Background: an optimization exercise with open tools, aiming at small area, a short achievable clock period and few clock cycles per item. Do not read the settings as production practice. No run shown here included a check of the RTL's function; only the layout flow was run.

==> flow/design.v (outline; a module is shown in full before it is edited, if it fits) <==
// module accel_dynamic_magnitude: 1783 lines
module accel_dynamic_magnitude
(
    input  logic        clk,
    input  logic        rst_n,
    input  logic        s_axis_tvalid,
    output logic        s_axis_tready,
    input  logic [47:0] s_axis_tdata,
    output logic        m_axis_tvalid,
    input  logic        m_axis_tready,
    output logic [23:0] m_axis_tdata,
    output logic        m_axis_tuser
);
  // ...
==> flow/flow/run.sh <==
#!/bin/bash
set -e
export SETUP_SLACK_MARGIN=7.8
export BUFFER_PORTS_ARGS="-buffer_cell sky130_fd_sc_hd__buf_2"
bash standard.sh > standard.log 2>&1
==> flow/standard.sh <==
#!/bin/bash
# synth_recipe.tcl (not shown) runs the flow's synth.tcl, then flattens the netlist and writes it again
# the make line also repeats each setting of config.mk as NAME=value (left out here)
make -C /OpenROAD-flow-scripts/flow DESIGN_CONFIG=/design/flow/config.mk WORK_HOME=/design/flow/orfs CLKGATE_MAP_FILE= SYNTH_SCRIPT=/design/flow/synth_recipe.tcl "${@:-finish}"
==> flow/config.mk <==
export PLATFORM = sky130hd
export DESIGN_NAME = accel_dynamic_magnitude
export DESIGN_NICKNAME = accel_dynamic_magnitude
export VERILOG_FILES = /design/flow/design.v
export SDC_FILE = /design/flow/constraint.sdc
export NUM_CORES = 4
export LEC_CHECK = 0
export ABC_AREA = 1
export CAP_MARGIN = 20
export CORE_MARGIN = 2
export CORE_UTILIZATION = 50
export PLACE_DENSITY = 0.65
export SLEW_MARGIN = 20
export TNS_END_PERCENT = 5
==> flow/constraint.sdc <==
create_clock -name core_clock -period 12.0 [get_ports {clk}]
set_input_delay 2.4000 -clock core_clock [delete_from_list [all_inputs] [get_ports {clk}]]
set_output_delay 2.4000 -clock core_clock [all_outputs]
set_load 0.01 [all_outputs]
==> flow_metrics.tcl, run 1 <==
set metrics [dict create \
    start_util 0.505 \
    netlist.area_leader.share 0.369 \
    ys_types 63 \
    synth_area_per_cell_sq_um 9.38 \
    crit_path_top_delay_cell "edfxtp_1" \
    fin_cells 8616 \
    drt_iter0_drc 3705 \
    r2r-end "p2_tl6c18[3]$_DFFE_PP_" \
    yosys.area_share.simple 0.142 \
    ys_top_cells_by_count "nand2_1, inv_1, edfxtp_1" \
    first_pass_iters 8 \
    fin_area_sq_mm 0.0699 \
    synth_compound_area_frac 0.0808 \
    use_met1 0.324 \
    crit_start "p1_dh2[13]$_DFFE_PP_" \
    clk-insertion-delay-late_ns 0.71 \
    r2r-start "p1_dh2[13]$_DFFE_PP_" \
    final_cell_mix "nand2_1, inv_1, edfxtp_1" \
    grt_antenna_before_repair 1 \
    multi_input_area_share 0.480 \
    synth_top_family_by_area "adder cells" \
    grt_busiest_layer "met2" \
    cts_buffer_depth 3 \
    run_status "finished clean" \
    synth_most_common_cell "nand2_1" \
]
==> inputs of run 2 (changes only) <==
==> flow/flow/run.sh (replaced) <==
#!/bin/bash
set -e
export SETUP_SLACK_MARGIN=8.2
export BUFFER_PORTS_ARGS="-buffer_cell sky130_fd_sc_hd__buf_2"
bash standard.sh > standard.log 2>&1
==> flow_metrics.tcl, run 2 <==
set metrics [dict create \
    run_status "finished clean" \
    setup_viol 0 \
    area_growth_pct 12.6 \
    ioPinCount 79 \
    synth-xor-area-share 0.0518 \
    fmax_ghz 0.241 \
    critPathLaunchType "flop" \
    arrival_ns 4.60 \
    finalClockSkew_ns 0.0397 \
    final_cell_mix "nand2_1, inv_1, edfxtp_1" \
    avgViaCountPerCell 5.37 \
    ant_nets 0 \
    grt_util_met2 0.433 \
    grt_antenna_before_repair 1 \
    grt_pass1_wl_microns 261000 \
    synth_most_common_cell "nand2_1" \
    drc 0 \
    path_class "reg2reg" \
    syn_area_sq_mm 0.0636 \
    synth_compound_area_frac 0.0808 \
    wire_per_inst_microns 19.2 \
    nNetsFinal 7995 \
    worstPathRequired_ns 12.45 \
    top_register "cr" \
    synth_warnings 5 \
    layout_setup_ws_ns 7.85 \
    grt_busiest_layer "met2" \
    cts.clk_slew.worst_paths_ns 0.06 \
    synth_mux_area_frac 0.000157 \
    fill_cells 10900 \
    hold_class "reg2reg" \
    place_area_sq_mm 0.0657 \
    synth_top_area_cell "edfxtp_1" \
    top_regs "cr x85, p3_sr1 x38, p4_sr4 x32" \
    synthTopCellsByArea "edfxtp_1, fa_1, nand2_1" \
    ys_top_cells_by_count "nand2_1, inv_1, edfxtp_1" \
    die-area_sq_mm 0.130 \
    synth-async-reset-ratio 0.0385 \
    overflow 0 \
    cp_max_fo 3 \
    portBuffers 75 \
    timing.setup.tns_ns 0 \
    chipWidth_microns 361 \
    worst_hold_slack_ns 0.398 \
    clk-insertion-delay-late_ns 0.71 \
    numCtsBuffers 94 \
    die_h_microns 361 \
    synth_area_per_cell_sq_um 9.38 \
    ys_types 63 \
    ctsRootBufferMaster "clkbuf_16" \
    first_pass_iters 6 \
    n_antenna_cell 0 \
    clock_sinks 832 \
    cts_tree "built" \
    synth_flop_cell "edfxtp_1" \
    dp_slack_ns 6.91 \
    vias 46800 \
    fin_area_sq_mm 0.0716 \
    use_met1 0.330 \
    ys_seq_area_frac 0.387 \
    rows 130 \
    placeableCoreArea_sq_mm 0.126 \
    grt_pass1_vias 47400 \
    drv_slew 0 \
    cts_buffer_depth 3 \
    synthCells 6784 \
    grtUsageMet3 0.0387 \
    wirelength_microns 168000 \
    synth_fa_ha_area_frac 0.248 \
    post-route-period-util 0.345 \
    dp_cells 8380 \
    rsz0062_at_grt "true" \
    final_layout_size_suffix_gt1_frac 0.102 \
    dp_hpwl_microns 123000 \
    synth_edf_count 781 \
    final_common_cell "nand2_1" \
    cap_violations 0 \
    cp-end-kind "flop" \
    cts_max_level 3 \
    track_usage 0.257 \
    netlist.area_leader.share 0.369 \
    start_util 0.505 \
    min_period_ns 4.15 \
    ys_seq_elements 832 \
    hold_viol 0 \
    drt_iter0_drc 3571 \
    fin_cells 8727 \
    largest_reg_flops 85 \
    postCtsHoldBufs 0 \
    routabilityCongestion 0.948 \
    relSlewSlack 0.283 \
    yosys.area_share.simple 0.142 \
    ff2ff_setup_slack_ns 7.85 \
    grt_max_degree 158 \
    tightest_slew_ns 1.08 \
    synth_top_family_by_area "adder cells" \
]
[run 2: logic make-up after synthesis]
kind of cell	count (synthesis)
XOR/XNOR	376
other	1
flip-flops	832
multiplexers	1
adder cells (fa/ha/maj)	946
buffers and inverters	1507
AND/OR/NAND/NOR	2215
AO/OA/AOI/OAI	906
[run 2: stage by stage]
stage / util
final: 0.569
after detailed placement: 0.522
after global routing: 0.569
after floorplan: -
after CTS: 0.560
after global placement: 0.522
[run 2: timing repair]
item,CTS,global route
gates resized for setup,164,164
pin swaps,41,40
cloned,9,4
buffers inserted,108,50
hold endpoints to repair,0,0
setup endpoints to repair,475,496
[run 2: metal layers]
metal | wire length [microns] | vias up | share of wire
met5 | 8 | - | 0.000048
met3 | 11000 | 425 | 0.065
met4 | 7870 | 2 | 0.047
met2 | 79900 | 1584 | 0.48
li1 | - | 22200 | -
met1 | 68900 | 22600 | 0.41
[run 2: cell type report]
type                    count  area, sq um  area share
clock buffers             116         2500      0.0349
well taps                1650         2060      0.0288
repair buffers            288         2210      0.0308
inverters                1321         5050      0.0705
flip-flops and latches    832        24600       0.344
clock inverters            60          753      0.0105
multi-input cells        4456        34300       0.480
repair inverters            4         30.0    0.000419
[run 2: worst max-delay path: stages (launching register included)]
cell      delay [ns]
edfxtp_1        0.50
buf_6           0.14
buf_6           0.10
nand2_4         0.04
fa_1            0.56
fa_1            0.45
fa_2            0.56
inv_2           0.04
fa_1            0.52
inv_2           0.04
fa_2            0.52
inv_2           0.04
fa_2            0.40
[run 2: path summary, 6_finish.rpt]
check / start / end / cells after the start
worst max-delay path: p1_dh0[15]$_DFFE_PP_ / p2_tl6c24[3]$_DFFE_PP_ / 12
worst min-delay path: p3_sr1[9]$_DFFE_PP_ / p4_sr4[9]$_DFFE_PP_ / 0
worst max register to register: p1_dh0[15]$_DFFE_PP_ / p2_tl6c24[3]$_DFFE_PP_ / 12
worst min register to register: p3_sr1[9]$_DFFE_PP_ / p4_sr4[9]$_DFFE_PP_ / 0
max in group asynchronous: rst_n / calibrated$_DFFE_PN0P_ / 1
min in group asynchronous: rst_n / v5$_DFFE_PN0P_ / 1
==> inputs of run 3 (changes only) <==
==> flow/flow/run.sh (replaced) <==
#!/bin/bash
set -e
export SETUP_SLACK_MARGIN=7.5
export BUFFER_PORTS_ARGS="-buffer_cell sky130_fd_sc_hd__buf_2"
bash standard.sh > standard.log 2>&1
==> flow_metrics.tcl, run 3 <==
set metrics [dict create \
    cap_violations 0 \
    synth_area_per_cell_sq_um 9.38 \
    die_h_microns 361 \
    first_pass_iters 5 \
    rsz0062_at_grt "true" \
    area_growth_pct 9.21 \
    min_period_ns 4.60 \
    ys_seq_elements 832 \
    grt_pass1_wl_microns 253000 \
    grt_antenna_before_repair 1 \
    final_layout_size_suffix_gt1_frac 0.0592 \
    top_register "cr" \
    arrival_ns 5.01 \
    run_status "finished clean" \
    cts_tree "built" \
    cts.clk_slew.worst_paths_ns 0.06 \
    ant_nets 0 \
    post-route-period-util 0.383 \
    dp_hpwl_microns 123000 \
    synth_most_common_cell "nand2_1" \
    ys_seq_area_frac 0.387 \
    syn_area_sq_mm 0.0636 \
    finalClockSkew_ns 0.0449 \
    avgViaCountPerCell 5.33 \
    dp_cells 8383 \
    drv_slew 0 \
    grt_pass1_vias 46300 \
    chipWidth_microns 361 \
    synth_top_area_cell "edfxtp_1" \
    setup_viol 0 \
    drc 0 \
    path_class "reg2reg" \
    ctsRootBufferMaster "clkbuf_16" \
    grt_max_degree 148 \
    cp-end-kind "flop" \
    seqCellArea_sq_mm 0.0246 \
    synth_edf_count 781 \
    clk-insertion-delay-late_ns 0.71 \
    final_cell_mix "nand2_1, inv_1, edfxtp_1" \
    placeableCoreArea_sq_mm 0.126 \
    synthCells 6784 \
    routabilityCongestion 0.951 \
    ys_types 63 \
    fmax_ghz 0.217 \
    top_regs "cr x85, p3_sr1 x38, p4_sr4 x32" \
    wire_per_inst_microns 18.8 \
    cts_max_level 3 \
    ys_top_cells_by_count "nand2_1, inv_1, edfxtp_1" \
    vias 45800 \
    start_util 0.505 \
    drt_iter0_drc 3613 \
    relSlewSlack 0.235 \
    wirelength_microns 161000 \
    critPathLaunchType "flop" \
    hp-start "p3_sr1[9]$_DFFE_PP_" \
    final_common_cell "nand2_1" \
    portBuffers 75 \
    timing.setup.tns_ns 0 \
    ioPinCount 79 \
    cp_max_fo 17 \
    overflow 0 \
    synth_flop_cell "edfxtp_1" \
    fin_cells 8590 \
    synth-async-reset-ratio 0.0385 \
    fill_cells 11100 \
    multi_input_area_sq_mm 0.0334 \
    numCtsBuffers 94 \
    hold_class "reg2reg" \
    rows 130 \
    nNetsFinal 7858 \
    synthTopCellsByArea "edfxtp_1, fa_1, nand2_1" \
    r2r-start "p1_dh0[11]$_DFFE_PP_" \
    worstPathRequired_ns 12.41 \
    tightest_slew_ns 1.15 \
    hold_viol 0 \
    cts_buffer_depth 3 \
    netlist.area_leader.share 0.369 \
    track_usage 0.249 \
    clock_sinks 832 \
    synth_warnings 5 \
    crit_start "p1_dh0[11]$_DFFE_PP_" \
    largest_reg_flops 85 \
    die-area_sq_mm 0.130 \
]
==> run 3: cell types whose count changed in the layout (fill, tap and decap cells not counted), sizes merged <==
| cell | change |
|---|---|
| buf | -130 |
| clkinv | -7 |
| inv | +7 |
| nand2 | -6 |
| clkinvlp | -2 |
| diode | +2 |
| bufbuf | -1 |
==> run 3: repair_timing <==
item                                    CTS  global route
setup buffers                             4            20
gates resized for setup                   7            37
pin swaps                                 1             3
cloned                                    2             4
endpoints found under the setup margin  147           399
hold buffers                              0             0
hold endpoints to repair                  0             0
==> run 3: logic make-up (layout without fill, tap and decap cells) <==
kind of cell,count (synthesis),count (layout),share of synthesized area
adder cells (fa/ha/maj),946,946,0.248
AND/OR/NAND/NOR,2215,2215,0.142
AO/OA/AOI/OAI,906,908,0.0808
other,1,6,0.0000590
flip-flops,832,832,0.387
buffers and inverters,1507,1656,0.0901
XOR/XNOR,376,376,0.0518
multiplexers,1,1,0.000157
==> run 3: worst max-delay path, stage by stage, from the launching register on <==
cell and delay, ns:
edfxtp_1 1.02, inv_1 0.47, o22ai_1 0.28, xor2_1 0.20, ha_1 0.26, inv_1 0.07
fa_1 0.44, fa_1 0.56, fa_1 0.57, inv_1 0.05, fa_1 0.44
==> run 3: final timing paths <==
kind	to	slack, ns	cells after the start
min	p4_sr4[9]$_DFFE_PP_	0.40	0
max reg2reg	p2_tl6c19[3]$_DFFE_PP_	7.40	10
min reg2reg	p4_sr4[9]$_DFFE_PP_	0.40	0
min in group asynchronous	cnt[2]$_DFF_PN0_	1.78	1
max	p2_tl6c19[3]$_DFFE_PP_	7.40	10
max in group asynchronous	calibrated$_DFFE_PN0P_	9.70	1
==> run 3: per-layer routing <==
metal  up-vias  part of all wire  global-route usage
met5         -                 0                   0
met4         0             0.041              0.0974
met3       358             0.062              0.0382
met2      1497              0.47               0.419
met1     22000              0.42               0.323
li1      21900                 -                   -
==> run 3: metrics by stage <==
stage          hold WS, ns  utilization  setup WS (ns)  instance area, sq um
2_1_floorplan        0.400            -           6.61                 63600
3_3_place_gp         0.401        0.522           6.90                 65800
3_5_place_dp         0.405        0.522           6.80                 65800
4_1_cts              0.402        0.549           7.39                 69100
5_1_grt              0.411        0.552           7.34                 69500
6_report             0.401        0.552           7.40                 69500
==> run 3: cell type report <==
type / count / share of cell area
tap: 1650 / 0.0297
multi-input combinational: 4450 / 0.481
timing repair inverter: 4 / 0.000396
sequential: 832 / 0.355
antenna: 2 / 0.0000720
timing repair buffer: 157 / 0.0155
clock buffer: 116 / 0.0362
inverter: 1321 / 0.0718
clock inverter: 58 / 0.0110

what the ideal ports hide:
In the flow no input, the clock included, has a driving cell. The finished layouts below were timed again as built, in two steps. Step 1 sets driving cells, clkbuf_16 on the clock port and buf_2 on the other inputs (assumed; they add their load-dependent delay and slew). Step 2, shift: input delay + t, output delay - t, t = (earliest + latest rising clock arrival at the registers) / 2. This alone moves slack from input paths to output paths. a / b / c = ideal / step 1 / step 2; a / b = the first two.
run	t, ns	setup WS [ns]	worst register clock-pin slew, ns
run 1	0.765	7.739 / 7.739 / 7.070	0.07 / 0.07
run 2	0.764	7.854 / 7.854 / 7.186	0.06 / 0.06
run 3	0.764	7.399 / 7.399 / 7.061	0.07 / 0.07
After both steps every run listed still meets setup and hold. The setup slack of run 1, which loses most, moves by 0.000 ns with the drivers and by -0.669 ns with both steps.
